Background: an optimization exercise with open tools, aiming at small area and a short achievable clock period. Do not read the settings as production practice.
RTL that was checked went through simulation tests only; none was proved equivalent to the original.
No functional check of the RTL was part of runs 4 to 6.
Power is estimated from default activity; no workload was simulated. The flow treats the clock pin as an ideal source, which a real chip does not have.

File: design/flow/standard.sh
#!/bin/bash
# synth_recipe.tcl (not shown) runs the flow's synth.tcl, then flattens the netlist and writes it again
# the make line also repeats each setting of config.mk as NAME=value (left out here)
make -C /OpenROAD-flow-scripts/flow DESIGN_CONFIG=/design/flow/config.mk WORK_HOME=/design/flow/orfs CLKGATE_MAP_FILE= SYNTH_SCRIPT=/design/flow/synth_recipe.tcl "${@:-finish}"
File: design/flow/design.v
module sram_aoi222 (
    input  logic a1, a2, b1, b2, c1, c2,
    output logic y
);
    assign y = !((a1 && a2) || (b1 && b2) || (c1 && c2));
endmodule
module sram_aoi22 (
    input  logic a1, a2, b1, b2,
    output logic y
);
    assign y = !((a1 && a2) || (b1 && b2));
endmodule
module sram_andn #(
    parameter int N = 11
) (
    input  logic [N-1:0] t,
    output logic         y_n
);
    assign y_n = &t;
endmodule
module sram_lane (
    input  logic word_n,
    input  logic byte_n,
    output logic en
);
    assign en = !(word_n || byte_n);
endmodule
module sram_rdbit #(
    parameter int N = 32
) (
    input  logic [N-1:0] sel,
    input  logic [N-1:0] d,
    input  logic         ld_n,
    input  logic         hold_n,
    output logic         y_n
);
    localparam int NG = (N + 1) / 3;
    logic [N:0]    s_all;
    logic [N:0]    d_all;
    logic [NG-1:0] t;
    assign s_all = {ld_n, sel};
    assign d_all = {!hold_n, d};
    if (3*NG != N + 1) begin : g_bad
        $error("sram_rdbit: N + 1 must be a multiple of 3");
    end
    for (genvar g = 0; g < NG; g++) begin : g_aoi
        sram_aoi222 u_aoi (
            .a1(s_all[3*g]),   .a2(d_all[3*g]),
            .b1(s_all[3*g+1]), .b2(d_all[3*g+1]),
            .c1(s_all[3*g+2]), .c2(d_all[3*g+2]),
            .y(t[g])
        );
    end
    sram_andn #(.N(NG)) u_or (.t(t), .y_n(y_n));
endmodule
module sram_bank #(
    parameter int ADDR_WIDTH = 5,
    parameter int DATA_WIDTH = 64
) (
    input  logic                    clk,
    input  logic                    rst_n,
    input  logic                    req_valid,
    output logic                    req_ready,
    input  logic                    req_we,
    input  logic [ADDR_WIDTH-1:0]   req_addr,
    input  logic [DATA_WIDTH-1:0]   req_wdata,
    input  logic [DATA_WIDTH/8-1:0] req_be,
    output logic                    rsp_valid,
    input  logic                    rsp_ready,
    output logic [DATA_WIDTH-1:0]   rsp_rdata,
    output logic                    init_busy
);
    localparam int DEPTH = 2 ** ADDR_WIDTH;
    localparam int NB    = DATA_WIDTH / 8;
    localparam int LO    = ADDR_WIDTH / 2;          
    localparam int HI    = ADDR_WIDTH - LO;
    logic [DATA_WIDTH-1:0] mem_q [DEPTH];
    logic                  done_q;
    logic                  done_o_q;
    logic                  done_r_q;
    logic [ADDR_WIDTH-1:0] init_cnt;
    logic                  last_cnt;
    assign last_cnt = &init_cnt;
    always_ff @(posedge clk or negedge rst_n) begin
        if (!rst_n) begin
            done_q   <= 1'b0;
            done_o_q <= 1'b0;
            done_r_q <= 1'b0;
            init_cnt <= '0;
        end else begin
            done_q   <= done_q   || last_cnt;
            done_o_q <= done_o_q || last_cnt;
            done_r_q <= done_r_q || last_cnt;
            if (!done_q) init_cnt <= init_cnt + 1'b1;
        end
    end
    logic rv_q;
    logic rv_r_q;
    assign init_busy = rst_n && !done_o_q;
    assign req_ready = done_r_q && (!rv_r_q || rsp_ready);
    logic rsp_ld;        
    logic acc;           
    assign rsp_ld = !rv_q || rsp_ready;
    assign acc    = req_valid && rsp_ld;
    logic [ADDR_WIDTH-1:0] w_addr;
    logic [NB-1:0]         w_byte_n;
    logic [DATA_WIDTH-1:0] w_data;
    logic [2**LO-1:0]      w_lo;
    logic [2**HI-1:0]      w_hi;
    logic [DEPTH-1:0]      w_word_n;
    assign w_addr   = done_q ? req_addr : init_cnt;
    assign w_byte_n = done_q ? ~(req_be & {NB{acc && req_we}}) : '0;
    assign w_data   = done_q ? req_wdata : '0;
    always_comb begin
        for (int j = 0; j < 2**LO; j++) w_lo[j] = (w_addr[LO-1:0] == LO'(j));
        for (int k = 0; k < 2**HI; k++) w_hi[k] = (w_addr[ADDR_WIDTH-1:LO] == HI'(k));
        for (int w = 0; w < DEPTH; w++) w_word_n[w] = !(w_lo[w % 2**LO] && w_hi[w / 2**LO]);
    end
    for (genvar w = 0; w < DEPTH; w++) begin : g_word
        for (genvar b = 0; b < NB; b++) begin : g_byte
            logic lane_en;
            sram_lane u_lane (.word_n(w_word_n[w]), .byte_n(w_byte_n[b]), .en(lane_en));
            always_ff @(posedge clk) begin
                if (lane_en) begin
                    mem_q[w][8*b +: 8] <= w_data[8*b +: 8];
                end
            end
        end
    end
    logic                  rd_accept;
    logic [2**LO-1:0]      r_lo;
    logic [2**HI-1:0]      r_hi;
    logic [DEPTH-1:0]      rsel;
    logic                  rsp_ld_n;
    logic [DATA_WIDTH-1:0] rword_n;
    logic [DATA_WIDTH-1:0] rdata_n_q;
    assign rd_accept = done_q && acc && !req_we;
    always_comb begin
        for (int j = 0; j < 2**LO; j++) r_lo[j] = (req_addr[LO-1:0] == LO'(j));
        for (int k = 0; k < 2**HI; k++) r_hi[k] = rsp_ld && (req_addr[ADDR_WIDTH-1:LO] == HI'(k));
        for (int w = 0; w < DEPTH; w++) rsel[w] = r_lo[w % 2**LO] && r_hi[w / 2**LO];
    end
    assign rsp_ld_n = !rsp_ld;
    for (genvar i = 0; i < DATA_WIDTH; i++) begin : g_rd
        logic [DEPTH-1:0] col;
        for (genvar w = 0; w < DEPTH; w++) begin : g_col
            assign col[w] = mem_q[w][i];
        end
        sram_rdbit #(.N(DEPTH)) u_rd (
            .sel(rsel), .d(col), .ld_n(rsp_ld_n), .hold_n(rdata_n_q[i]), .y_n(rword_n[i])
        );
    end
    always_ff @(posedge clk or negedge rst_n) begin
        if (!rst_n) begin
            rsp_valid <= 1'b0;
            rv_q      <= 1'b0;
            rv_r_q    <= 1'b0;
        end else begin
            if (!rsp_valid || rsp_ready) rsp_valid <= rd_accept;
            if (!rv_q      || rsp_ready) rv_q      <= rd_accept;
            if (!rv_r_q    || rsp_ready) rv_r_q    <= rd_accept;
        end
    end
    always_ff @(posedge clk) begin
        rdata_n_q <= rword_n;
    end
    assign rsp_rdata = ~rdata_n_q;
endmodule
File: design/flow/config.mk
export PLATFORM = sky130hd
export DESIGN_NAME = sram_bank
export DESIGN_NICKNAME = sram_bank
export VERILOG_FILES = /design/flow/design.v
export SDC_FILE = /design/flow/constraint.sdc
export NUM_CORES = 4
export LEC_CHECK = 0
export CAP_MARGIN = 20
export CORE_MARGIN = 2
export CORE_UTILIZATION = 60
export GPL_TIMING_DRIVEN = 0
export SETUP_SLACK_MARGIN = 2.6
export SLEW_MARGIN = 20
export SYNTH_HIERARCHICAL = 1
export SYNTH_MINIMUM_KEEP_SIZE = 0
File: design/flow/constraint.sdc
create_clock -name core_clock -period 5.0 [get_ports {clk}]
set_input_delay 1.0000 -clock core_clock [delete_from_list [all_inputs] [get_ports {clk}]]
set_output_delay 1.0000 -clock core_clock [all_outputs]
set_load 0.01 [all_outputs]
File: design/flow/flow/run.sh
#!/bin/bash
# Standard ORFS layout (the standard.sh) with three changes:
#  - port buffers are sky130_fd_sc_hd__buf_2 cells,
#  - the resizer may swap a cell for one of another footprint,
#  - CTS clusters up to 25 sinks within 80 um and inserts no dummy loads.
# make's full output goes to flow_make.log here; ORFS's per-step logs stay
# under orfs/logs/.
set -euo pipefail
bash standard.sh \
  MATCH_CELL_FOOTPRINT=0 \
  "BUFFER_PORTS_ARGS=-buffer_cell sky130_fd_sc_hd__buf_2" \
  "CTS_ARGS=-sink_clustering_enable -repair_clock_nets -dont_use_dummy_load -sink_clustering_size 25 -sink_clustering_max_diameter 80" \
  finish > flow_make.log 2>&1
==> out/metrics.csv, run 1 <==
stage;metric;value;unit
timing;hold slack;197;ps
timing;post-route setup TNS;0;ps
min_path;HP Class;in -> async;
clocking;clk latency of the worst-skew pair;720;ps
setup_path;CP top delay family;buffers and inverters;
grt;initial antenna violation count;10;
power;peak supply drop;0.329;mV
timing;Final WS setup;2280;ps
clocking;Longest Clk Path Bufs;3;
placement;detailed placement HPWL;145;mm
power;Lkg Pwr;28.3;nW
synth;syn avg cell area;20.3;µm²
power;pwr dens;333;nW/µm²
floorplanning;DIE AREA;128000;µm²
drt;vias;44323;
outcome;status;no timing/DRC/antenna violations;
floorplanning;Core Box Area;124000;µm²
setup_path;Worst Path Required;5660;ps
clocking;cts bufs inserted;96;
power;internal power;23.6;mW
clocking;CTS tree;built;
setup_path;Worst EP arrival;3380;ps
synth;EDFF count, synth;2048;
synth;sequential cell area fraction in the yosys report;83.8;%
synth;Ys Warns;8;
grt;largest net degree at the start of global routing;37;
job;max_cap viols;0;
power;register share of total power;66.0;%
placement;IO buf count;148;
timing;final period utilization;54.4;%
clocking;total clock sinks;2123;
floorplanning;die width;358;µm
drt;Pre-antenna DRT Iters;12;
setup_path;Crit-path slowest cell;a222oi_1;
clocking;clk root buf;clkbuf_16;
timing;RSZ-0062 raised after global routing;true;
power;clock share of power;28.2;%
timing;Slew HR;45.0;%
setup_path;CP Cell Sequence;buf_6, nand2b_4, buf_12, inv_16, buf_16, buf_8, buf_6, nor4b_4, buf_6, buf_12, buf_12, a222oi_1, nand4_1, nor3_2;
timing;Setup Skew;44.2;ps
setup_path;buffer and inverter count on the worst path;9;
timing;Max Fclk;0.367;GHz
final_layout;Final nets;4501;
final_layout;P&R area growth vs syn;19.0;%
clocking;H-tree depth;3;
drt;number of remaining DRC errors;0;
setup_path;critical path's largest stage delay;580;ps
drt;WL/cell;37.5;µm
power;total chip power;29.8;mW
final_layout;post-layout util;72.1;%
floorplanning;I/O pins;149;
grt;vias in the first global route;43046;
setup_path;critical setup path kind;in -> reg;
floorplanning;Starting Density;60.6;%
synth;Post-Synthesis Cell Area;75200;µm²
floorplanning;cell row count;129;
synth;Syn Inst Count;3705;
synth;async set-reset flop share out of synthesis;0.518;%
timing;final slew viol count;0;
final_layout;share of layout cells above drive strength 1;28.1;%
setup_path;CP startpoint;rsp_ready;
drt;Post-Route WL;227;mm
floorplanning;height of the die;358;µm
timing;final setup vio count;0;
setup_path;CP Capture Type;register;
power;Net Sw Frac;20.9;%
clocking;CTS clk-pin slew, worst paths;100;ps
grt;Total Routing Usage GR;35.0;%
setup_path;Worst setup SP type;input port;
placement;Place WS;672;ps
synth;top_reg_cell synth;edfxtp_1;
timing;Tmin final;2720;ps
synth;flops & latches, synth;2123;
drt;ANT nets after route;0;
timing;pin slew with the least headroom to its limit;826;ps
setup_path;FF-to-FF Start;rv_q;
placement;RePlAce Congestion;0.816;
synth;Netlist cell types;42;
setup_path;Reg2Reg Setup Slack;2340;ps
grt;first-pass GRT wire length;311;mm
drt;DR vias/cell;7.32;
timing;final hold violations;0;
drt;DRT iter0 DRCs;9428;
clocking;Post-CTS Hold Fix Bufs;0;
setup_path;CP Max Fanout;11;
setup_path;Worst Reg-to-Reg Cells;13;
power;Logic pwr share;5.8;%
setup_path;critical path depth;14;
grt;GR Overflow Total;0;
power;P_sw;6.22;mW
-- final timing paths --
path,endpoint
worst max-delay path,rdata_n_q[1]
worst min-delay path,rsp_valid
worst max register to register,rdata_n_q[1]
worst min register to register,done_o_q
max in group asynchronous,done_q
min in group core_clock,done_o_q
-- modules after synthesis (local to each module, per instance), a selection --
module | flops+latches | cell area [µm²] | times used | cells inside
sram_aoi222 | 0 | 10.0 | 704 | 1
sram_bank | 2123 | 65200 | 1 | 2425
sram_lane | 0 | 3.75 | 256 | 1
-- routing by layer --
metal / vias to the layer above / global-route usage [%] / share of wire [%]
met2: 3207 / 53.4 / 46
met4: 8 / 16.7 / 5.7
met1: 22586 / 48.8 / 36
li1: 18012 / - / -
met3: 510 / 7.77 / 13
met5: - / 0 / 0.036
-- cells by family (layout without fill, tap and decap cells) --
logic type | count (synthesis) | count (layout) | synth area share (%)
other cells | 0 | 6 | 0
buf+inv | 167 | 877 | 0.960
simple gates | 662 | 662 | 5.42
compound gates | 746 | 746 | 9.71
xor+xnor | 3 | 3 | 0.0349
fa+ha+maj | 2 | 2 | 0.0333
mux | 2 | 2 | 0.0299
flops | 2123 | 2123 | 83.8
-- cell type report --
class,count,area (µm²)
Multi-Input combinational cell,1415,14000
Fill cell,7290,34600
Tap cell,1637,2050
Inverter,131,512
Sequential cell,2123,63100
Buffer,36,397
Timing Repair Buffer,614,7020
Antenna cell,6,15.0
Clock buffer,96,2400
-- through the flow --
step / cell area (µm²) / cells
finish: 89500 / 6058
global route: 89500 / 6052
CTS: 88600 / 6014
detailed placement: 82400 / 5743
global placement: 78300 / 5490
floorplan: 75500 / 3705
-- Yosys cell counts (11+ instances only) --
library cell,instances,area share (%)
and2_1,66,0.55
nor3_2,64,0.85
nor4_2,18,0.30
o22ai_1,33,0.27
nor2_1,256,1.3
inv_1,130,0.65
nand4_1,128,1.1
buf_2,16,0.11
nand3_1,64,0.43
a222oi_1,704,9.4
dfxtp_1,64,1.7
nor4b_2,17,0.34
edfxtp_1,2048,82
dfrtp_1,11,0.37
-- flip-flops by register name, summed over array words and instances (netlist names) --
signal     count
done_o_q       1
done_q         1
done_r_q       1
init_cnt       5
mem_q       2048
rdata_n_q     64
rsp_valid      1
rv_q           1
rv_r_q         1
-- cells in the final DEF (no fill, tap or decap), types with 77 or more instances in the layout --
cell type / n
buf_8: 77
nand4_1: 128
clkbuf_16: 107
nor2_4: 174
buf_2: 147
a222oi_1: 704
buf_4: 133
nor2_2: 82
inv_1: 129
buf_6: 137
edfxtp_1: 2048
-- what timing repair did --
| action | in CTS | in global routing |
|---|---|---|
| gates resized for setup | 633 | 126 |
| buffers inserted | 167 | 35 |
| gates cloned | 8 | 3 |
| pin swaps | 277 | 176 |
| endpoints found under the setup margin | 3465 | 1886 |
-- power by group through the flow --
stage | Sequential, mW | Clock [mW] | Combinational [mW]
after global placement | 20.1 | 0 | 1.29
after detailed placement | 20.1 | 0 | 1.46
after global routing | 19.7 | 9.08 | 1.79
after floorplan | 20.0 | 0 | 0.719
after CTS | 19.7 | 8.47 | 1.64
final | 19.7 | 8.42 | 1.72
==> run 2, diff against run 1 <==
--- a/design/flow/config.mk
+++ b/design/flow/config.mk
@@ -7,8 +7,7 @@
 export LEC_CHECK = 0
-export CAP_MARGIN = 20
+export CAP_MARGIN = 5
 export CORE_MARGIN = 2
 export CORE_UTILIZATION = 60
-export GPL_TIMING_DRIVEN = 0
 export SETUP_SLACK_MARGIN = 2.6
-export SLEW_MARGIN = 20
+export SLEW_MARGIN = 5
 export SYNTH_HIERARCHICAL = 1
==> run 2 against run 1 <==
Effect of this change: die area is the same; non-clock buffer count shrank 222; wire length shrank 3.3%; critical path depth shrank 6; cell area shrank 3.4%; clock power is essentially flat; clock skew grew 9.2 ps; worst setup slack gained 230 ps; hold slack lost 2.4 ps; sequential power is essentially flat; largest power group unchanged.
==> out/metrics.csv, run 2 <==
stage;metric;value;unit;change
final_layout;share of layout cells above drive strength 1;23.9;%;-4.1 points
clocking;clk root buf;clkbuf_16;;
clocking;total clock sinks;2123;;unchanged
clocking;H-tree depth;3;;unchanged
timing;pin slew with the least headroom to its limit;1380;ps;+550 ps
final_layout;most frequent cells in the layout;2048 x edfxtp_1, 704 x a222oi_1, 197 x nor2_4;;
clocking;CTS tree;built;;
grt;first-pass GRT wire length;301;mm;-3.3%
placement;dpl cells;5591;;-2.6%
synth;largest cells by area after synthesis;edfxtp_1 82%, a222oi_1 9.4%, dfxtp_1 1.7%, nor2_1 1.3%, nand4_1 1.1%;;
timing;RSZ-0062 raised after global routing;true;;
power;total chip power;29.7;mW;-0.38%
clocking;Longest Clk Path Bufs;3;;unchanged
grt;Total Routing Usage GR;33.6;%;-1.4 points
outcome;status;no timing/DRC/antenna violations;;
setup_path;Worst setup SP type;input port;;
power;pwr dens;344;nW/µm²;+3.2%
final_layout;Regs by FF count;mem_q (2048), rdata_n_q (64), init_cnt (5);;
job;max_cap viols;0;;unchanged
drt;ANT nets after route;0;;unchanged
final_layout;Final Non-Filler Cells;5843;;-3.5%
power;Logic pwr share;5.3;%;-0.5 points
power;internal power;23.5;mW;-0.35%
final_layout;Layout fillers;7678;;+5.3%
drt;vias;43257;;-2.4%
placement;RePlAce Congestion;0.850;;+4.2%
power;register share of total power;66.4;%;+0.4 points
grt;initial antenna violation count;8;;-2
final_layout;Final nets;4284;;-4.8%
timing;final setup vio count;0;;unchanged
final_layout;Storage cell area;63100;µm²;about the same
timing;Slew HR;8.29;%;-37 points
timing;Setup Skew;53.4;ps;+9.19 ps
placement;cell area after placement;79600;µm²;-3.5%
timing;final slew viol count;0;;unchanged
setup_path;Worst EP arrival;3130;ps;-250 ps
synth;area leader, netlist;edfxtp_1;;
min_path;HP Class;in -> async;;
synth;Post-Synthesis Cell Area;75200;µm²;unchanged
drt;number of remaining DRC errors;0;;unchanged
timing;Max Fclk;0.400;GHz;+9.0%
timing;final hold violations;0;;unchanged
drt;WL/cell;37.6;µm;+0.30%
final_layout;commonest non-fill, non-tap cell in the layout;edfxtp_1;;
timing;Final WS setup;2500;ps;+225 ps
drt;Post-Route WL;219;mm;-3.3%
power;P_sw;6.19;mW;-0.52%
grt;GR Overflow Total;0;;unchanged
floorplanning;Core Box Area;124000;µm²;unchanged
synth;syn avg cell area;20.3;µm²;unchanged
clocking;cts bufs inserted;96;;unchanged
floorplanning;Starting Density;60.6;%;unchanged
final_layout;P&R area growth vs syn;14.9;%;
synth;sequential cell area fraction in the yosys report;83.8;%;unchanged
synth;EDFF count, synth;2048;;unchanged
drt;DRT iter0 DRCs;9256;;-1.8%
setup_path;critical setup path kind;in -> reg;;
synth;Netlist cell types;42;;unchanged
power;Net Sw Frac;20.8;%;-0.028 points
final_layout;Multi-input gate area;14100;µm²;about the same
floorplanning;cell row count;129;;unchanged
setup_path;CP Capture Type;register;;
power;Lkg Pwr;26.7;nW;-5.6%
synth;async set-reset flop share out of synthesis;0.518;%;unchanged
synth;count leader, synth;edfxtp_1;;
synth;Syn Inst Count;3705;;unchanged
placement;IO buf count;148;;unchanged
grt;largest net degree at the start of global routing;49;;+32%
setup_path;Worst Path Required;5630;ps;-30 ps
timing;Tmin final;2500;ps;-225 ps
drt;Pre-antenna DRT Iters;10;;-2
synth;flops & latches, synth;2123;;unchanged
floorplanning;height of the die;358;µm;unchanged
timing;final period utilization;49.9;%;-4.5 points
floorplanning;DIE AREA;128000;µm²;unchanged
clocking;CTS clk-pin slew, worst paths;100;ps;about the same
synth;Commonest cells post-synth;2048 x edfxtp_1, 704 x a222oi_1, 256 x nor2_1, 130 x inv_1, 128 x nand4_1;;
drt;DR vias/cell;7.40;;+1.2%
floorplanning;I/O pins;149;;unchanged
clocking;Post-CTS Hold Fix Bufs;0;;unchanged
setup_path;CP Max Fanout;25;;+14
synth;Synth top area share;81.7;%;unchanged
grt;vias in the first global route;41587;;-3.4%
synth;Ys Warns;8;;unchanged
timing;post-route setup TNS;0;ps;unchanged
final_layout;number of flip-flops in the largest register;2048;;unchanged
final_layout;post-route cell area;86400;µm²;-3.4%
final_layout;Biggest register;mem_q;;
floorplanning;die width;358;µm;unchanged
placement;Place WS;1010;ps;+341 ps
synth;top_reg_cell synth;edfxtp_1;;
clocking;clk latency of the worst-skew pair;740;ps;+20 ps
power;clock share of power;28.3;%;about the same
placement;detailed placement HPWL;131;mm;-9.6%
power;peak supply drop;0.276;mV;-16%
==> run 2: cell counts after synthesis <==
Identical to the previous run, type by type.
==> run 2: cell families after synthesis <==
kind of cell,synth area share (%)
compound gates,9.71
fa+ha+maj,0.0333
buf+inv,0.960
simple gates,5.42
flops,83.8
xor+xnor,0.0349
mux,0.0299
==> run 2: area by class of cell <==
type | instances | area share, %
repair inverters | 5 | 0.109
inverters | 131 | 0.604
repair buffers | 428 | 4.86
clock buffers | 96 | 2.78
flip-flops and latches | 2123 | 73.0
well taps | 1637 | 2.37
diodes | 8 | 0.0232
multi-input cells | 1415 | 16.3
==> run 2: per-module statistics from Yosys, one instance, submodules excluded, excerpt <==
module | flops+latches | cells | cell area [µm²]
sram_aoi222 | 0 | 1 | 10.0
sram_bank | 2123 | 2425 | 65200
sram_lane | 0 | 1 | 3.75
==> run 2: critical path, cell delays in order <==
cell,delay [ps]
buf_2,220
or2_4,300
nor4_4,80
buf_6,200
buf_8,220
a222oi_1,470
nand4_1,360
nor3_2,270
==> run 2: through the flow <==
stage / hold slack [ps] / util (%)
after CTS: 163 / 68.7
final: 195 / 69.6
after global placement: 448 / 64.1
after detailed placement: 469 / 64.1
after global routing: 175 / 69.6
after floorplan: 430 / -
==> run 2: final timing paths <==
path                                  start  slack, ps            end  cells past startpoint
worst max-delay path            req_addr[4]       2500  rdata_n_q[15]                      8
worst min-delay path                  rst_n        190       done_r_q                      2
worst max register to register       done_q       2530  mem_q[31][12]                      5
worst min register to register     done_o_q        490       done_o_q                      1
max in group asynchronous             rst_n       4600    init_cnt[0]                      2
min in group core_clock           rsp_ready        480      rsp_valid                      2
==> run 2: metal layers <==
layer  global-route usage, %  wire length, µm  part of all wire, %  up-vias
li1                        -                -                    -    17570
met4                    13.2             9520                  4.3        4
met1                    47.0            79000                   36    22324
met3                    6.90            27000                   12      368
met2                    52.8           104000                   47     2991
met5                       0               25                0.011        -
==> run 2: power groups by stage <==
| stage | registers [mW] | clock network, mW | logic (mW) |
|---|---|---|---|
| final | 19.7 | 8.41 | 1.58 |
| after detailed placement | 20.1 | 0 | 1.36 |
| after CTS | 19.7 | 8.49 | 1.51 |
| after floorplan | 20.0 | 0 | 0.719 |
| after global placement | 20.1 | 0 | 1.32 |
| after global routing | 19.7 | 9.06 | 1.66 |
==> run 2: timing repair <==
item,CTS,global route
setup buffers,92,39
resized for setup,588,123
endpoints found under the hold margin,0,0
pin swaps,82,96
cloned,11,5
endpoints found under the setup margin,3718,2058
==> run 3, diff against run 2 <==
==> design/flow/flow/run.sh (replaced) <==
#!/bin/bash
# Standard ORFS layout (the standard.sh) with these changes:
#  - port buffers are sky130_fd_sc_hd__buf_2 cells,
#  - the resizer may swap a cell for one of another footprint,
#  - CTS clusters up to 25 sinks within 80 um and inserts no dummy loads,
#  - no timing repair at floorplan (it has no wire parasitics yet); the
#    buffers synthesis inserted are removed there instead.
# make's full output goes to flow_make.log here; ORFS's per-step logs stay
# under orfs/logs/.
set -euo pipefail
bash standard.sh \
  MATCH_CELL_FOOTPRINT=0 \
  REMOVE_ABC_BUFFERS=1 \
  "BUFFER_PORTS_ARGS=-buffer_cell sky130_fd_sc_hd__buf_2" \
  "CTS_ARGS=-sink_clustering_enable -repair_clock_nets -dont_use_dummy_load -sink_clustering_size 25 -sink_clustering_max_diameter 80" \
  finish > flow_make.log 2>&1
--- a/design/flow/config.mk
+++ b/design/flow/config.mk
@@ -7,3 +7,3 @@
 export LEC_CHECK = 0
-export CAP_MARGIN = 5
+export CAP_MARGIN = 20
 export CORE_MARGIN = 2
@@ -11,3 +11,3 @@
 export SETUP_SLACK_MARGIN = 2.6
-export SLEW_MARGIN = 5
+export SLEW_MARGIN = 20
 export SYNTH_HIERARCHICAL = 1
==> run 3 against run 2 <==
Effect of this change: largest cell class unchanged; hold slack got worse by 120 ps; combinational power about the same; worst setup slack got worse by 52 ps; cell count increased by 0.92%; sequential share of layout area decreased by 0.75 points; critical path type unchanged; register-to-register slack got worse by 40 ps; sequential power about the same.
==> out/metrics.csv, run 3 <==
stage;metric;value;unit;change
floorplanning;Starting Density;60.6;%;unchanged
synth;flops & latches, synth;2123;;unchanged
setup_path;CP Cell Sequence;buf_8, nand2b_4, buf_12, buf_12, inv_8, buf_4, nor4_4, buf_12, a222oi_1, nand4_1, nor3_2;;
grt;largest net degree at the start of global routing;52;;+6.1%
drt;Pre-antenna DRT Iters;9;;-1
floorplanning;I/O pins;149;;unchanged
setup_path;CP Capture Type;register;;
synth;Commonest cells post-synth;2048 x edfxtp_1, 704 x a222oi_1, 256 x nor2_1, 130 x inv_1, 128 x nand4_1;;
floorplanning;die width;358;µm;unchanged
final_layout;P&R area growth vs syn;16.1;%;
timing;Setup Skew;35.3;ps;-18.0 ps
min_path;HP Class;in -> async;;
final_layout;commonest non-fill, non-tap cell in the layout;edfxtp_1;;
power;peak supply drop;0.351;mV;+27%
grt;initial antenna violation count;8;;unchanged
setup_path;most frequent CP cell;buf_12;;
final_layout;Storage cell area;63100;µm²;about the same
drt;DR vias/cell;7.44;;+0.54%
grt;vias in the first global route;41417;;-0.41%
clocking;Longest Clk Path Bufs;3;;unchanged
synth;Post-Synthesis Cell Area;75200;µm²;unchanged
setup_path;CP Max Fanout;40;;+60%
timing;RSZ-0062 raised after global routing;true;;
synth;count leader, synth;edfxtp_1;;
placement;Place WS;961;ps;-51.7 ps
synth;Netlist cell types;42;;unchanged
drt;Post-Route WL;226;mm;+3.1%
drt;WL/cell;38.4;µm;+2.1%
power;Lkg Pwr;27.0;nW;+1.2%
final_layout;share of layout cells above drive strength 1;25.1;%;+1.2 points
grt;first-pass GRT wire length;300;mm;-0.26%
power;pwr dens;341;nW/µm²;-0.86%
timing;pin slew with the least headroom to its limit;1130;ps;-249 ps
drt;number of remaining DRC errors;0;;unchanged
clocking;clk latency of the worst-skew pair;720;ps;-20 ps
timing;Max Fclk;0.392;GHz;-2.1%
setup_path;CP top delay family;buffers and inverters;;
clocking;total clock sinks;2123;;unchanged
outcome;status;no timing/DRC/antenna violations;;
floorplanning;cell row count;129;;unchanged
clocking;CTS clk-pin slew, worst paths;100;ps;about the same
timing;Tmin final;2550;ps;+52.5 ps
timing;Final WS setup;2450;ps;-52.5 ps
clocking;clk root buf;clkbuf_16;;
setup_path;critical path's largest stage delay;620;ps;+150 ps
floorplanning;DIE AREA;128000;µm²;unchanged
synth;async set-reset flop share out of synthesis;0.518;%;unchanged
drt;vias;43891;;+1.5%
timing;final slew viol count;0;;unchanged
timing;Slew HR;24.9;%;+17 points
timing;final setup vio count;0;;unchanged
synth;sequential cell area fraction in the yosys report;83.8;%;unchanged
job;max_cap viols;0;;unchanged
drt;DRT iter0 DRCs;9753;;+5.4%
placement;detailed placement HPWL;131;mm;-0.59%
timing;final period utilization;51.0;%;+1.0 points
clocking;CTS tree;built;;
synth;EDFF count, synth;2048;;unchanged
synth;largest cells by area after synthesis;edfxtp_1 82%, a222oi_1 9.4%, dfxtp_1 1.7%, nor2_1 1.3%, nand4_1 1.1%;;
setup_path;Worst setup SP type;input port;;
synth;area leader, netlist;edfxtp_1;;
floorplanning;height of the die;358;µm;unchanged
synth;Syn Inst Count;3705;;unchanged
final_layout;Multi-input gate area;14300;µm²;+1.5%
setup_path;Crit-path slowest cell;a222oi_1;;
final_layout;most frequent cells in the layout;2048 x edfxtp_1, 704 x a222oi_1, 227 x nor2_4;;
synth;syn avg cell area;20.3;µm²;unchanged
placement;IO buf count;148;;unchanged
synth;Synth top area share;81.7;%;unchanged
clocking;H-tree depth;3;;unchanged
drt;ANT nets after route;0;;unchanged
grt;Total Routing Usage GR;33.5;%;-0.17 points
clocking;cts bufs inserted;96;;unchanged
timing;final hold violations;0;;unchanged
synth;top_reg_cell synth;edfxtp_1;;
final_layout;Regs by FF count;mem_q (2048), rdata_n_q (64), init_cnt (5);;
placement;RePlAce Congestion;0.856;;+0.71%
clocking;Post-CTS Hold Fix Bufs;0;;unchanged
setup_path;Worst Path Required;5650;ps;+20 ps
floorplanning;Core Box Area;124000;µm²;unchanged
final_layout;Final nets;4344;;+1.4%
setup_path;Worst EP arrival;3200;ps;+70 ps
final_layout;number of flip-flops in the largest register;2048;;unchanged
setup_path;buffer and inverter count on the worst path;6;;+3
grt;GR Overflow Total;0;;unchanged
setup_path;critical setup path kind;in -> reg;;
timing;post-route setup TNS;0;ps;unchanged
final_layout;Layout fillers;7543;;-1.8%
final_layout;Biggest register;mem_q;;
power;total chip power;29.8;mW;+0.17%
synth;Ys Warns;8;;unchanged
==> run 3: cell counts after synthesis <==
Identical to the previous run, type by type.
==> run 3: repair_timing <==
action | in CTS | in global routing
resized for setup | 569 | 168
hold endpoints to repair | 0 | 0
setup buffers | 112 | 67
endpoints found under the setup margin | 3105 | 1275
gates cloned | 6 | 18
pin swaps | 63 | 144
==> run 3: power breakdown <==
group	total (mW)	switching [mW]	internal, mW
Clock	8.43	4.99	3.43
Combinational	1.61	1.11	0.508
Sequential	19.7	0.119	19.6
==> run 3: modules after synthesis (local to each module, per instance), excerpt <==
module	copies in the design	area, µm²	flops+latches
sram_aoi222	704	10.0	0
sram_bank	1	65200	2123
sram_lane	256	3.75	0
==> run 3: final timing paths <==
kind / start / to / slack, ps / depth (start not counted)
max in group asynchronous: rst_n / done_q / 4760 / 1
min in group core_clock: rsp_ready / rsp_valid / 490 / 2
max reg2reg: done_q / mem_q[13][56] / 2490 / 6
max: rsp_ready / rdata_n_q[2] / 2450 / 11
min: rst_n / init_cnt[0] / 80 / 1
min reg2reg: done_r_q / done_r_q / 490 / 1
==> run 3: cell families (layout without fill, tap and decap cells) <==
group	Yosys count	count (layout)	synth area share, %
flip-flops	2123	2123	83.8
XOR/XNOR	3	3	0.0349
buffers and inverters	167	718	0.960
other	0	2	0
AO/OA/AOI/OAI	746	748	9.71
adder cells (fa/ha/maj)	2	2	0.0333
multiplexers	2	2	0.0299
AND/OR/NAND/NOR	662	662	5.42
==> run 3: cell type report <==
| type | instances | share of cell area, % |
|---|---|---|
| diodes | 2 | 0.00573 |
| clock buffers | 96 | 2.75 |
| repair inverters | 2 | 0.0358 |
| repair buffers | 489 | 5.69 |
| multi-input cells | 1417 | 16.3 |
| inverters | 131 | 0.598 |
| well taps | 1637 | 2.35 |
| flip-flops and latches | 2123 | 72.2 |
==> run 3: metal layers <==
metal  vias to the layer above  wire length [µm]  part of all wire [%]  track usage (%)
li1                      17680                 -                     -                -
met1                     22590             80300                    36             46.4
met2                      3158            106000                    47             52.6
met3                       459             29300                    13             7.41
met4                         4             10800                   4.8             12.9
met5                         -                28                 0.012                0
==> run 3: stage by stage <==
stage	utilization (%)	cells	cell area (µm²)	hold slack, ps
5_1_grt	70.3	5895	87300	55.6
2_1_floorplan	-	3669	75000	430
4_1_cts	68.8	5808	85400	62.0
6_report	70.4	5897	87300	75.5
3_3_place_gp	64.0	5592	79500	448
3_5_place_dp	64.1	5594	79500	460
==> run 3: worst register-to-register path, delay by kind of cell (launching register included) <==
| kind | cells | cell delay, ps |
|---|---|---|
| AOI/OAI and AO/OA | 1 | 590 |
| buffers and inverters | 3 | 690 |
| and+or+nand+nor | 2 | 480 |
| DFF | 1 | 510 |
==> run 4, diff against run 3 <==
--- a/design/flow/design.v
+++ b/design/flow/design.v
@@ -19,2 +19,8 @@
     assign y_n = &t;
+endmodule
+module sram_o21a (
+    input  logic a1, a2, b1,
+    output logic y
+);
+    assign y = (a1 || a2) && b1;
 endmodule
@@ -99,3 +105,5 @@
     assign init_busy = rst_n && !done_o_q;
-    assign req_ready = done_r_q && (!rv_r_q || rsp_ready);
+    logic rv_r_n;
+    assign rv_r_n = !rv_r_q;
+    sram_o21a u_ready (.a1(rv_r_n), .a2(rsp_ready), .b1(done_r_q), .y(req_ready));
     logic rsp_ld;        
==> design/flow/flow/run.sh (replaced) <==
#!/bin/bash
# Standard ORFS layout (the standard.sh) with these changes:
#  - port buffers are sky130_fd_sc_hd__buf_2 cells,
#  - the resizer may swap a cell for one of another footprint,
#  - no timing repair at floorplan (it has no wire parasitics yet); the
#    buffers synthesis inserted are removed there instead,
#  - CTS clusters up to 30 sinks within 100 um and inserts no dummy loads.
# make's full output goes to flow_make.log here; ORFS's per-step logs stay
# under orfs/logs/.
set -euo pipefail
bash standard.sh \
  MATCH_CELL_FOOTPRINT=0 \
  REMOVE_ABC_BUFFERS=1 \
  "BUFFER_PORTS_ARGS=-buffer_cell sky130_fd_sc_hd__buf_2" \
  "CTS_ARGS=-sink_clustering_enable -repair_clock_nets -dont_use_dummy_load -sink_clustering_size 30 -sink_clustering_max_diameter 100" \
  finish > flow_make.log 2>&1
--- a/design/flow/config.mk
+++ b/design/flow/config.mk
@@ -9,3 +9,3 @@
 export CORE_MARGIN = 2
-export CORE_UTILIZATION = 60
+export CORE_UTILIZATION = 65
 export SETUP_SLACK_MARGIN = 2.6
==> run 4 against run 3 <==
Effect of this change: critical path type is now reg -> reg; wire length about the same; via count up 1.4%; critical path depth down 2; non-clock buffer count down 23; still clean on timing, DRC and antenna; synthesized area about the same; worst setup slack worse by 110 ps; total power down 2.2%; sequential share of layout area up 0.52 points; clock skew up 16 ps; register-to-register slack worse by 150 ps; first-iteration DRC count up 10%; clock power down 8.4%.
==> out/metrics.csv, run 4 <==
stage;metric;value;unit;change
clocking;CTS clk-pin slew, worst paths;120;ps;+20 ps
final_layout;Layout fillers;6238;;-17%
drt;vias;44512;;+1.4%
setup_path;Worst setup SP type;register;;
timing;RSZ-0062 raised after global routing;true;;
floorplanning;die width;344;µm;-3.9%
final_layout;commonest non-fill, non-tap cell in the layout;edfxtp_1;;
final_layout;P&R area growth vs syn;15.2;%;
grt;Total Routing Usage GR;36.4;%;+3.0 points
clocking;Longest Clk Path Bufs;3;;unchanged
power;Lkg Pwr;26.7;nW;-0.99%
setup_path;critical setup path kind;reg -> reg;;
synth;flops & latches, synth;2123;;unchanged
placement;RePlAce Congestion;0.885;;+3.4%
floorplanning;I/O pins;149;;unchanged
setup_path;Critical R2R Capture;rdata_n_q[50];;
synth;Commonest cells post-synth;2048 x edfxtp_1, 704 x a222oi_1, 256 x nor2_1, 131 x inv_1, 128 x nand4_1;;
outcome;status;no timing/DRC/antenna violations;;
placement;Place WS;446;ps;-515 ps
setup_path;Reg2Reg Setup Slack;2340;ps;-150 ps
timing;Tmin final;2660;ps;+113 ps
timing;pin slew with the least headroom to its limit;1070;ps;-54.3 ps
timing;hold slack;197;ps;+121 ps
timing;Slew HR;28.5;%;+3.6 points
power;peak supply drop;0.323;mV;-7.9%
final_layout;number of flip-flops in the largest register;2048;;unchanged
setup_path;FF-to-FF Start;rv_q;;
synth;top_reg_cell synth;edfxtp_1;;
min_path;HP Class;in -> async;;
timing;Setup Skew;51.5;ps;+16.2 ps
synth;count leader, synth;edfxtp_1;;
final_layout;most frequent cells in the layout;2048 x edfxtp_1, 704 x a222oi_1, 244 x nor2_4;;
drt;Pre-antenna DRT Iters;13;;+4
synth;Ys Warns;8;;unchanged
grt;vias in the first global route;41199;;-0.53%
timing;final hold violations;0;;unchanged
job;max_cap viols;0;;unchanged
clocking;H-tree depth;3;;unchanged
setup_path;Worst Path Required;5600;ps;-50 ps
clocking;clk latency of the worst-skew pair;730;ps;about the same
placement;IO buf count;148;;unchanged
clocking;clk root buf;clkbuf_16;;
drt;ANT nets after route;0;;unchanged
placement;cell area after placement;79600;µm²;+0.10%
timing;final setup vio count;0;;unchanged
clocking;total clock sinks;2123;;unchanged
floorplanning;Core Box Area;115000;µm²;-7.6%
final_layout;Biggest register;mem_q;;
clocking;Post-CTS Hold Fix Bufs;0;;unchanged
setup_path;Worst EP arrival;3260;ps;+60 ps
grt;largest net degree at the start of global routing;57;;+9.6%
drt;DRT iter0 DRCs;10740;;+10%
synth;Netlist cell types;45;;+7.1%
synth;Synth top area share;81.7;%;about the same
grt;first-pass GRT wire length;301;mm;+0.35%
timing;Max Fclk;0.376;GHz;-4.2%
synth;syn avg cell area;20.3;µm²;about the same
synth;Syn Inst Count;3705;;unchanged
floorplanning;Starting Density;65.6;%;+5.0 points
setup_path;CP Capture Type;register;;
grt;initial antenna violation count;8;;unchanged
placement;detailed placement HPWL;130;mm;-0.33%
synth;largest cells by area after synthesis;edfxtp_1 82%, a222oi_1 9.4%, dfxtp_1 1.7%, nor2_1 1.3%, nand4_1 1.1%;;
drt;DR vias/cell;7.75;;+4.2%
timing;Final WS setup;2340;ps;-113 ps
synth;EDFF count, synth;2048;;unchanged
clocking;CTS tree;built;;
final_layout;share of layout cells above drive strength 1;23.7;%;-1.4 points
synth;area leader, netlist;edfxtp_1;;
drt;WL/cell;39.4;µm;+2.7%
floorplanning;height of the die;344;µm;-3.9%
setup_path;CP Max Fanout;32;;-20%
drt;number of remaining DRC errors;0;;unchanged
final_layout;Regs by FF count;mem_q (2048), rdata_n_q (64), init_cnt (5);;
clocking;cts bufs inserted;80;;-17%
synth;sequential cell area fraction in the yosys report;83.8;%;about the same
timing;final slew viol count;0;;unchanged
grt;GR Overflow Total;0;;unchanged
final_layout;post-route cell area;86700;µm²;-0.72%
final_layout;Final nets;4306;;-0.87%
drt;Post-Route WL;226;mm;about the same
timing;final period utilization;53.2;%;+2.3 points
setup_path;Worst Reg-to-Reg Cells;9;;+3
power;pwr dens;336;nW/µm²;-1.5%
floorplanning;cell row count;124;;-3.9%
floorplanning;DIE AREA;119000;µm²;-7.6%
synth;async set-reset flop share out of synthesis;0.518;%;unchanged
synth;Post-Synthesis Cell Area;75200;µm²;about the same
## run 4: worst max-delay path: stages, from the launching register on
cell and delay, ps:
dfrtp_1 380, or2b_4 210, buf_12 170, buf_12 170
clkinv_16 80, nor4_4 720, buf_12 310, a222oi_1 170
nand4_1 200, nor3_2 60
## run 4: per-stage QoR
stage | total power, mW | utilization [%] | cells | setup TNS, ps
finish | 29.1 | 75.6 | 5740 | 0
global route | 29.8 | 75.6 | 5732 | 0
detailed placement | 21.5 | 69.4 | 5495 | 0
global placement | 21.5 | 69.4 | 5493 | 0
floorplan | 20.7 | - | 3669 | -160010
CTS | 29.0 | 73.9 | 5664 | 0
## run 4: metal layers
metal  GRT usage, %  routed length, µm  vias to the layer above
li1               -                  -                    17606
met1           53.2              77600                    22479
met2           54.8             102000                     3918
met3           8.23              35300                      507
met4           13.8              11000                        2
met5          0.641                 13                        -
## run 4: modules after synthesis (local to each module, per instance), a selection
module / area [µm²] / copies in the design / cells inside
sram_o21a: 7.51 / 1 / 1
sram_aoi222: 10.0 / 704 / 1
sram_lane: 3.75 / 256 / 1
sram_bank: 65200 / 1 / 2424
## run 4: worst max path at each step
stage	from	to	slack, ps	cells past startpoint
floorplan	rsp_ready	rdata_n_q[0]	-2500	6
global placement	rsp_ready	rdata_n_q[34]	660	8
detailed placement	rsp_ready	rdata_n_q[27]	450	8
CTS	done_q	mem_q[27][17]	2400	5
global route	rv_q	rdata_n_q[48]	2300	9
finish	rv_q	rdata_n_q[50]	2340	9
## run 4: what timing repair did
item	in CTS	in global routing
endpoints found under the setup margin	2386	1850
resized for setup	558	237
pin swaps	169	180
buffers inserted	75	50
cloned	14	18
## run 4: report_power, final
group,switching (mW),internal [mW],total [mW]
Combinational,1.15,0.512,1.66
Sequential,0.127,19.6,19.7
Clock,4.82,2.90,7.72
Total,6.10,23.0,29.1
## run 4: cell type report
type	count	area, µm²	area share, %
Multi-Input combinational cell	1414	14200	16.4
Timing Repair Buffer	466	4850	5.60
Tap cell	1512	1890	2.18
Clock buffer	80	2000	2.31
Timing Repair inverter	5	98.8	0.114
Sequential cell	2123	63100	72.8
Inverter	132	522	0.602
Antenna cell	8	20.0	0.0231
## run 4: cell families (layout without fill, tap and decap cells)
family / Yosys count / in the layout / synth area share [%]
compound gates: 747 / 747 / 9.72
xor+xnor: 3 / 3 / 0.0349
fa+ha+maj: 2 / 2 / 0.0332
buf+inv: 168 / 683 / 0.959
flops: 2123 / 2123 / 83.8
mux: 2 / 2 / 0.0299
other cells: 0 / 8 / 0
simple gates: 660 / 660 / 5.42
==> run 5, diff against run 4 <==
--- a/design/flow/design.v
+++ b/design/flow/design.v
@@ -86,2 +86,4 @@
     logic                  done_r_q;
+    logic                  done_w_q;
+    logic                  done_d_q;
     logic [ADDR_WIDTH-1:0] init_cnt;
@@ -94,2 +96,4 @@
             done_r_q <= 1'b0;
+            done_w_q <= 1'b0;
+            done_d_q <= 1'b0;
             init_cnt <= '0;
@@ -99,2 +103,4 @@
             done_r_q <= done_r_q || last_cnt;
+            done_w_q <= done_w_q || last_cnt;
+            done_d_q <= done_d_q || last_cnt;
             if (!done_q) init_cnt <= init_cnt + 1'b1;
@@ -118,5 +124,5 @@
     logic [DEPTH-1:0]      w_word_n;
-    assign w_addr   = done_q ? req_addr : init_cnt;
-    assign w_byte_n = done_q ? ~(req_be & {NB{acc && req_we}}) : '0;
-    assign w_data   = done_q ? req_wdata : '0;
+    assign w_addr   = done_w_q ? req_addr : init_cnt;
+    assign w_byte_n = done_w_q ? ~(req_be & {NB{acc && req_we}}) : '0;
+    assign w_data   = done_d_q ? req_wdata : '0;
     always_comb begin
==> design/flow/flow/run.sh (replaced) <==
#!/bin/bash
# Standard ORFS layout (the standard.sh) with three changes:
#  - port buffers are sky130_fd_sc_hd__buf_2 cells,
#  - the resizer may swap a cell for one of another footprint,
#  - CTS clusters up to 25 sinks within 80 um and inserts no dummy loads.
# make's full output goes to flow_make.log here; ORFS's per-step logs stay
# under orfs/logs/.
set -euo pipefail
bash standard.sh \
  MATCH_CELL_FOOTPRINT=0 \
  "BUFFER_PORTS_ARGS=-buffer_cell sky130_fd_sc_hd__buf_2" \
  "CTS_ARGS=-sink_clustering_enable -repair_clock_nets -dont_use_dummy_load -sink_clustering_size 25 -sink_clustering_max_diameter 80" \
  finish > flow_make.log 2>&1
--- a/design/flow/config.mk
+++ b/design/flow/config.mk
@@ -9,3 +9,3 @@
 export CORE_MARGIN = 2
-export CORE_UTILIZATION = 65
+export CORE_UTILIZATION = 60
 export SETUP_SLACK_MARGIN = 2.6
==> run 5 against run 4 <==
Effect of this change: still clean; die area up 8.0%; hold slack better by 11 ps; synthesized area down 0.23%; flip-flop and latch count up 2; register-to-register slack worse by 20 ps; clock power up 9.5%; clock-buffer cell count up 17; sequential share of layout area up 0.095 points; critical endpoint is now rdata_n_q[39]; largest power group unchanged.
==> out/metrics.csv, run 5 <==
stage;metric;value;unit;change
outcome;status;no timing/DRC/antenna violations;;
synth;Commonest cells post-synth;2048 x edfxtp_1, 704 x a222oi_1, 256 x nor2_1, 131 x inv_1, 128 x nand4_1;;
drt;WL/cell;39.9;µm;+1.3%
grt;largest net degree at the start of global routing;65;;+14%
grt;GR Overflow Total;0;;unchanged
final_layout;commonest non-fill, non-tap cell in the layout;edfxtp_1;;
synth;Post-Synthesis Cell Area;75100;µm²;-0.23%
drt;Pre-antenna DRT Iters;10;;-3
floorplanning;cell row count;129;;+4.0%
min_path;HP Class;in -> async;;
timing;pin slew with the least headroom to its limit;908;ps;-164 ps
setup_path;critical setup path kind;in -> reg;;
timing;Tmin final;2700;ps;+40.2 ps
drt;number of remaining DRC errors;0;;unchanged
clocking;Post-CTS Hold Fix Bufs;0;;unchanged
final_layout;Final nets;4333;;+0.63%
grt;vias in the first global route;42190;;+2.4%
placement;detailed placement HPWL;134;mm;+3.0%
clocking;H-tree depth;3;;unchanged
timing;final setup vio count;0;;unchanged
setup_path;Worst EP arrival;3340;ps;+80 ps
floorplanning;Starting Density;60.6;%;-5.1 points
clocking;clk root buf;clkbuf_16;;
drt;DR vias/cell;7.57;;-2.4%
setup_path;Worst Path Required;5640;ps;+40 ps
final_layout;Biggest register;mem_q;;
final_layout;Regs by FF count;mem_q (2048), rdata_n_q (64), init_cnt (5);;
floorplanning;Core Box Area;124000;µm²;+8.1%
grt;initial antenna violation count;13;;+5
synth;syn avg cell area;20.3;µm²;about the same
synth;sequential cell area fraction in the yosys report;84.1;%;+0.26 points
synth;EDFF count, synth;2048;;unchanged
final_layout;post-route cell area;86700;µm²;about the same
timing;Max Fclk;0.370;GHz;-1.5%
timing;final hold violations;0;;unchanged
timing;final slew viol count;0;;unchanged
synth;area leader, netlist;edfxtp_1;;
synth;Netlist cell types;44;;-2.2%
grt;first-pass GRT wire length;323;mm;+7.0%
final_layout;share of layout cells above drive strength 1;24.4;%;+0.70 points
clocking;total clock sinks;2125;;+0.094%
synth;async set-reset flop share out of synthesis;0.612;%;+0.094 points
final_layout;number of flip-flops in the largest register;2048;;unchanged
synth;flops & latches, synth;2125;;+0.094%
timing;post-route setup TNS;0;ps;unchanged
clocking;clk latency of the worst-skew pair;730;ps;about the same
drt;vias;44573;;+0.14%
floorplanning;height of the die;358;µm;+3.9%
clocking;CTS tree;built;;
clocking;Longest Clk Path Bufs;3;;unchanged
synth;largest cells by area after synthesis;edfxtp_1 82%, a222oi_1 9.4%, dfxtp_1 1.7%, nor2_1 1.3%, nand4_1 1.1%;;
power;peak supply drop;0.297;mV;-8.2%
grt;Total Routing Usage GR;36.5;%;+0.038 points
clocking;cts bufs inserted;97;;+21%
drt;DRT iter0 DRCs;9772;;-9.0%
timing;final period utilization;54.0;%;+0.80 points
synth;count leader, synth;edfxtp_1;;
timing;Setup Skew;57.3;ps;+5.79 ps
placement;cell area after placement;79800;µm²;+0.20%
drt;ANT nets after route;0;;unchanged
final_layout;P&R area growth vs syn;15.4;%;
setup_path;Worst setup SP type;input port;;
setup_path;CP Capture Type;register;;
placement;IO buf count;148;;unchanged
synth;top_reg_cell synth;edfxtp_1;;
synth;Ys Warns;8;;unchanged
job;max_cap viols;0;;unchanged
power;pwr dens;344;nW/µm²;+2.5%
timing;RSZ-0062 raised after global routing;true;;
timing;Slew HR;39.4;%;+11 points
clocking;CTS clk-pin slew, worst paths;100;ps;-20 ps
synth;Syn Inst Count;3697;;-0.22%
setup_path;CP Max Fanout;64;;+100%
floorplanning;die width;358;µm;+3.9%
power;Lkg Pwr;27.0;nW;+0.97%
floorplanning;DIE AREA;128000;µm²;+8.0%
drt;Post-Route WL;235;mm;+3.9%
placement;RePlAce Congestion;0.873;;-1.4%
floorplanning;I/O pins;149;;unchanged
final_layout;most frequent cells in the layout;2048 x edfxtp_1, 704 x a222oi_1, 163 x buf_4;;
synth;Synth top area share;81.9;%;+0.19 points
run 5: cell count changes after synthesis, sizes merged, moves of 2 or more:
cell / before / now
buf: 22 / 16
and3b: 6 / 3
nor3b: 5 / 3
or2: 5 / 7
nor4b: 22 / 20
clkbuf: 14 / 17
dfrtp: 11 / 13
run 5: cell families (layout without fill, tap and decap cells):
| group | after synthesis | after routing | synth area share, % |
|---|---|---|---|
| xor+xnor | 3 | 3 | 0.0350 |
| simple gates | 653 | 653 | 5.20 |
| buf+inv | 165 | 715 | 0.897 |
| flops | 2125 | 2125 | 84.1 |
| compound gates | 747 | 747 | 9.75 |
| fa+ha+maj | 2 | 2 | 0.0333 |
| other cells | 0 | 7 | 0 |
| mux | 2 | 2 | 0.0300 |
run 5: path summary, 6_finish.rpt:
check | start | to | slack, ps | cells after the start
worst max-delay path | rsp_ready | rdata_n_q[39] | 2300 | 10
worst min-delay path | rst_n | init_cnt[3] | 210 | 2
worst max register to register | rv_q | rdata_n_q[39] | 2320 | 9
worst min register to register | done_o_q | done_o_q | 480 | 1
max in group asynchronous | rst_n | done_w_q | 4550 | 2
min in group core_clock | rsp_ready | rv_r_q | 470 | 2
run 5: metrics by stage:
step	total power [mW]	std cells	hold WS [ps]	setup WS, ps	util (%)
after floorplan	20.8	3697	437	1280	-
after global placement	21.5	5599	456	700	64.2
after detailed placement	21.6	5605	459	722	64.3
after CTS	29.8	5856	180	2420	69.2
after global routing	30.6	5884	186	2360	69.9
final	29.8	5891	207	2300	69.9
run 5: timing repair:
item | CTS | global route
pin swaps | 268 | 150
resized for setup | 526 | 135
endpoints found under the setup margin | 2160 | 1501
buffers inserted | 117 | 24
cloned | 37 | 4
run 5: cell type report:
type	instances	area (µm²)
Multi-Input combinational cell	1407	13400
Timing Repair inverter	1	11.3
Clock buffer	97	2430
Inverter	132	515
Antenna cell	7	17.5
Fill cell	7649	37300
Sequential cell	2125	63100
Tap cell	1637	2050
Timing Repair Buffer	485	5120
run 5: where the power goes:
| group | leakage [nW] | switching (mW) | internal (mW) |
|---|---|---|---|
| combinational | 6.69 | 1.14 | 0.504 |
| sequential | 19.1 | 0.124 | 19.6 |
| clock | 1.20 | 4.99 | 3.46 |
run 5: worst max-delay path: stages:
cell      delay, ps
buf_8           100
or2b_4          260
buf_12          150
inv_16           80
buf_16          140
nor4_4           50
buf_12          210
a222oi_1        490
nand4_1         400
nor3_2          250
run 5: per-module statistics from Yosys, one instance, submodules excluded, a selection:
module	cells inside	area (µm²)	times used
sram_bank	2416	65100	1
sram_o21a	1	7.51	1
sram_aoi222	1	10.0	704
sram_lane	1	3.75	256
run 5: routing by layer:
layer	vias up	track usage [%]	wire length [µm]
met5	-	0	40
met4	6	14.2	10700
met1	22887	51.5	83000
met3	481	9.92	34500
li1	17641	-	-
met2	3558	55.0	107000
==> run 6, diff against run 5 <==
--- a/design/flow/design.v
+++ b/design/flow/design.v
@@ -25,2 +25,26 @@
     assign y = (a1 || a2) && b1;
+endmodule
+module sram_rdec #(
+    parameter int AW = 5
+) (
+    input  logic            rv,
+    input  logic            rdy,
+    input  logic [AW-1:0]   addr,
+    output logic [2**AW-1:0] rsel,
+    output logic            ld_n
+);
+    localparam int LO = AW / 2;
+    localparam int HI = AW - LO;
+    logic             ld;
+    logic [2**LO-1:0] r_lo_n;
+    logic [2**HI-1:0] r_hi_n;
+    assign ld   = !rv || rdy;
+    assign ld_n = rv && !rdy;
+    always_comb begin
+        for (int j = 0; j < 2**LO; j++) r_lo_n[j] = !(addr[LO-1:0] == LO'(j));
+        for (int k = 0; k < 2**HI; k++) r_hi_n[k] = !(ld && (addr[AW-1:LO] == HI'(k)));
+    end
+    for (genvar w = 0; w < 2**AW; w++) begin : g_sel
+        sram_lane u_sel (.word_n(r_lo_n[w % 2**LO]), .byte_n(r_hi_n[w / 2**LO]), .en(rsel[w]));
+    end
 endmodule
@@ -143,7 +167,7 @@
     end
+    localparam int NH = 2;                   
+    localparam int BH = DATA_WIDTH / NH;     
     logic                  rd_accept;
-    logic [2**LO-1:0]      r_lo;
-    logic [2**HI-1:0]      r_hi;
-    logic [DEPTH-1:0]      rsel;
-    logic                  rsp_ld_n;
+    logic [DEPTH-1:0]      rsel [NH];
+    logic [NH-1:0]         rsp_ld_n;
     logic [DATA_WIDTH-1:0] rword_n;
@@ -151,8 +175,7 @@
     assign rd_accept = done_q && acc && !req_we;
-    always_comb begin
-        for (int j = 0; j < 2**LO; j++) r_lo[j] = (req_addr[LO-1:0] == LO'(j));
-        for (int k = 0; k < 2**HI; k++) r_hi[k] = rsp_ld && (req_addr[ADDR_WIDTH-1:LO] == HI'(k));
-        for (int w = 0; w < DEPTH; w++) rsel[w] = r_lo[w % 2**LO] && r_hi[w / 2**LO];
-    end
-    assign rsp_ld_n = !rsp_ld;
+    for (genvar h = 0; h < NH; h++) begin : g_rdec
+        sram_rdec #(.AW(ADDR_WIDTH)) u_rdec (
+            .rv(rv_q), .rdy(rsp_ready), .addr(req_addr), .rsel(rsel[h]), .ld_n(rsp_ld_n[h])
+        );
+    end
     for (genvar i = 0; i < DATA_WIDTH; i++) begin : g_rd
@@ -163,3 +186,4 @@
         sram_rdbit #(.N(DEPTH)) u_rd (
-            .sel(rsel), .d(col), .ld_n(rsp_ld_n), .hold_n(rdata_n_q[i]), .y_n(rword_n[i])
+            .sel(rsel[i / BH]), .d(col), .ld_n(rsp_ld_n[i / BH]), .hold_n(rdata_n_q[i]),
+            .y_n(rword_n[i])
         );
==> run 6 against run 5 <==
Effect of this change: synthesized cell count grew 1.6%; synthesized area is 0.18% higher; clock power hardly changed; largest cell class unchanged; sequential share of layout area shrank 0.11 points; first-iteration DRC count grew 1.1%; critical endpoint is now rdata_n_q[45]; cell count rose by 2.0%; global-route usage down 2.9 points.
==> out/metrics.csv, run 6 <==
stage;metric;value;unit;change
synth;Ys Warns;11;;+3
synth;post-synthesis mux area share;0.0299;%;-0.000053 points
timing;post-route setup TNS;0;ps;unchanged
timing;RSZ-0062 raised after global routing;true;;
final_layout;commonest non-fill, non-tap cell in the layout;edfxtp_1;;
synth;Syn Inst Count;3758;;+1.6%
timing;final setup vio count;0;;unchanged
timing;Tmin final;3260;ps;+553 ps
drt;number of remaining DRC errors;0;;unchanged
synth;Synth top area share;81.8;%;-0.14 points
grt;Total Routing Usage GR;33.6;%;-2.9 points
synth;EDFF count, synth;2048;;unchanged
power;pwr dens;344;nW/µm²;-0.20%
clocking;clk root buf;clkbuf_16;;
drt;WL/cell;38.1;µm;-4.5%
synth;sequential cell area fraction in the yosys report;83.9;%;-0.15 points
min_path;HP Class;in -> async;;
final_layout;Regs by FF count;mem_q (2048), rdata_n_q (64), init_cnt (5);;
synth;Synth Area in XOR/XNOR;0.0349;%;-0.000062 points
setup_path;CP Capture Type;register;;
timing;final period utilization;65.1;%;+11 points
final_layout;post-layout util;69.9;%;about the same
power;register share of total power;66.2;%;about the same
synth;Post-Synthesis Cell Area;75200;µm²;+0.18%
timing;pin slew with the least headroom to its limit;1190;ps;+279 ps
synth;complex-gate fraction of the synthesized area;9.73;%;-0.017 points
outcome;status;no timing/DRC/antenna violations;;
floorplanning;Starting Density;60.6;%;about the same
setup_path;CP Max Fanout;32;;-50%
drt;ANT nets after route;0;;unchanged
drt;DR vias/cell;7.43;;-1.8%
timing;Slew HR;20.7;%;-19 points
synth;area leader, netlist;edfxtp_1;;
final_layout;most frequent cells in the layout;2048 x edfxtp_1, 704 x a222oi_1, 259 x buf_4;;
timing;Max Fclk;0.307;GHz;-17%
setup_path;critical setup path kind;in -> reg;;
placement;cell area after placement;79900;µm²;+0.19%
timing;Setup Skew;54.1;ps;-3.26 ps
setup_path;Worst Path Required;5600;ps;-40 ps
timing;final hold violations;0;;unchanged
synth;largest family of logic cells by synthesized area;compound AO/OA/AOI/OAI gates;;
placement;dpl cells;5629;;+0.43%
final_layout;Final nets;4453;;+2.8%
timing;final slew viol count;0;;unchanged
final_layout;post-route cell area;86800;µm²;+0.15%
synth;top_reg_cell synth;edfxtp_1;;
synth;Synth Area in Adders;0.0333;%;-0.000059 points
final_layout;number of flip-flops in the largest register;2048;;unchanged
grt;GR Overflow Total;0;;unchanged
power;clock share of power;28.2;%;about the same
floorplanning;Core Box Area;124000;µm²;+0.13%
final_layout;Biggest register;mem_q;;
synth;async set-reset flop share out of synthesis;0.612;%;unchanged
drt;Pre-antenna DRT Iters;13;;+3
final_layout;share of layout cells above drive strength 1;25.5;%;+1.1 points
final_layout;Final Non-Filler Cells;6011;;+2.0%
final_layout;Layout fillers;7591;;-0.76%
synth;Commonest cells post-synth;2048 x edfxtp_1, 704 x a222oi_1, 322 x nor2_1, 132 x inv_1, 130 x nand4_1;;
placement;detailed placement HPWL;135;mm;+0.84%
clocking;CTS tree;built;;
final_layout;P&R area growth vs syn;15.4;%;about the same
power;Lkg Pwr;26.8;nW;-0.66%
placement;Place WS;1080;ps;+360 ps
timing;hold slack;206;ps;-0.994 ps
grt;largest net degree at the start of global routing;36;;-45%
floorplanning;cell row count;129;;unchanged
drt;DRT iter0 DRCs;9875;;+1.1%
power;P_sw;6.24;mW;-0.15%
synth;syn avg cell area;20.0;µm²;-1.4%
synth;count leader, synth;edfxtp_1;;
clocking;CTS clk-pin slew, worst paths;90;ps;about the same
synth;Post-Synth Simple-Gate Area;5.42;%;+0.22 points
clocking;total clock sinks;2125;;unchanged
floorplanning;die width;358;µm;about the same
drt;vias;44666;;+0.21%
floorplanning;height of the die;358;µm;about the same
grt;GR Util met3;8.04;%;-1.9 points
grt;initial antenna violation count;10;;-3
floorplanning;I/O pins;149;;unchanged
power;total chip power;29.8;mW;about the same
setup_path;Worst EP arrival;3850;ps;+510 ps
setup_path;Reg2Reg Setup Slack;1780;ps;-540 ps
clocking;Longest Clk Path Bufs;3;;unchanged
power;Net Sw Frac;20.9;%;about the same
grt;vias in the first global route;41790;;-0.95%
placement;RePlAce Congestion;0.883;;+1.2%
power;Logic pwr share;5.6;%;about the same
job;max_cap viols;0;;unchanged
grt;GR met2 Demand/Resource;52.7;%;-2.2 points
grt;global route hottest layer;met2;;
grt;grt met1 use;46.7;%;-4.8 points
timing;Final WS setup;1740;ps;-553 ps
power;peak supply drop;0.290;mV;-2.3%
synth;largest cells by area after synthesis;edfxtp_1 82%, a222oi_1 9.4%, dfxtp_1 1.7%, nor2_1 1.6%, nand4_1 1.1%;;
clocking;H-tree depth;3;;unchanged
clocking;clk latency of the worst-skew pair;740;ps;about the same
placement;IO buf count;148;;unchanged
synth;flops & latches, synth;2125;;unchanged
setup_path;Worst setup SP type;input port;;
synth;Netlist cell types;41;;-6.8%
power;internal power;23.6;mW;about the same
floorplanning;DIE AREA;128000;µm²;+0.18%
clocking;cts bufs inserted;97;;unchanged
drt;Post-Route WL;229;mm;-2.6%
grt;first-pass GRT wire length;300;mm;-6.9%
==> run 6: cell types whose count changed in the layout (fill, tap and decap cells not counted), moves of 13 or more <==
cell	before	now
nor4_4	17	2
nor2_2	145	117
nor2_1	4	27
nor4b_4	19	6
buf_8	22	2
buf_4	163	259
clkbuf_16	123	97
buf_6	52	21
nor2_4	107	210
==> run 6: kinds of logic (layout without fill, tap and decap cells) <==
kind of cell | count (synthesis) | in the layout
AOI/OAI and AO/OA | 747 | 751
xor gates and xnor gates | 3 | 3
adders and majority gates | 2 | 2
buffers and inverters | 159 | 732
DFF | 2125 | 2125
muxes | 2 | 2
other | 0 | 7
and+or+nand+nor | 720 | 752
==> run 6: final cells by class <==
class / count / area, µm² / share of cell area, %
multi-input combinational: 1510 / 14200 / 16.4
antenna: 7 / 17.5 / 0.0202
clock buffer: 97 / 2430 / 2.80
tap: 1637 / 2050 / 2.36
sequential: 2125 / 63100 / 72.7
timing repair buffer: 502 / 4430 / 5.10
inverter: 133 / 499 / 0.575
==> run 6: what timing repair did <==
action / CTS / global route
cloned: 12 / 24
pin swaps: 31 / 55
setup endpoints to repair: 2395 / 2040
buffers inserted: 107 / 135
hold buffers: 0 / 0
gates resized for setup: 287 / 121
==> run 6: final timing paths <==
| kind | from | depth (start not counted) | endpoint |
|---|---|---|---|
| setup / recovery | rsp_ready | 7 | rdata_n_q[45] |
| hold / removal | rst_n | 2 | done_w_q |
| setup reg to reg | rv_q | 6 | rdata_n_q[45] |
| hold reg to reg | done_o_q | 1 | done_o_q |
| max in group asynchronous | rst_n | 2 | done_d_q |
| min in group core_clock | done_o_q | 1 | done_o_q |
==> run 6: routing by layer <==
layer  share of wire (%)  routed length [µm]  up-vias
li1                    -                   -    17973
met1                  35               80900    23013
met2                  47              107000     3250
met3                  14               32500      426
met4                 4.0                9050        4
met5               0.012                  27        -
==> run 6: power by group through the flow <==
stage / logic, mW / registers (mW) / clock network, mW
floorplan: 0.729 / 20.1 / 0
global placement: 1.37 / 20.1 / 0
detailed placement: 1.41 / 20.1 / 0
CTS: 1.52 / 19.7 / 8.48
global route: 1.74 / 19.7 / 9.07
finish: 1.67 / 19.7 / 8.42
==> run 6: critical path, stage by stage <==
cell and delay (ps):
clkbuf_4 200, nand2b_1 420, nand3b_1 410, nor2_4 1010, a222oi_1 350, nand4_1 350
nor3_2 90
==> run 6: per-module statistics from Yosys, one instance, submodules excluded, a selection <==
module	cells inside	area (µm²)	times used	flip-flops and latches
sram_aoi222	1	10.0	704	0
sram_bank	2377	64700	1	2125
sram_lane	1	3.75	320	0
sram_o21a	1	7.51	1	0

==> what the ideal ports hide <==
The results above use ideal ports. As a check the final layouts listed here were re-extracted and re-timed, cells and wires unchanged. Step 1, drivers: a clkbuf_16 drives clk and a buf_2 each remaining input, both assumed. Step 2 times the ports against the registers' clock, not the clock port: input delays grow and output delays shrink by t, the midpoint of the rising clock arrivals with the driver on. a / b / c = ideal ports / drivers / drivers and shift; a / b = the first two.
run | t, ns | setup slack, ns | hold WS [ns] | worst register clock-pin slew, ns
run 1 | 0.772 | 2.278 / 2.266 / 1.494 | 0.197 / 0.200 / 0.488 | 0.11 / 0.11
run 2 | 0.784 | 2.503 / 2.412 / 1.628 | 0.195 / 0.183 / 0.489 | 0.10 / 0.10
run 3 | 0.780 | 2.451 / 2.372 / 1.591 | 0.076 / 0.056 / 0.491 | 0.10 / 0.10
run 4 | 0.786 | 2.338 / 2.338 / 1.561 | 0.197 / 0.186 / 0.478 | 0.12 / 0.12
run 5 | 0.779 | 2.298 / 2.214 / 1.435 | 0.207 / 0.223 / 0.483 | 0.10 / 0.10
run 6 | 0.778 | 1.745 / 1.775 / 1.006 | 0.206 / 0.228 / 0.479 | 0.10 / 0.10
After both steps setup and hold are still met in every run listed. For run 2, which loses most, drivers alone change the setup slack by -0.091 ns; drivers and shift together by -0.875 ns.
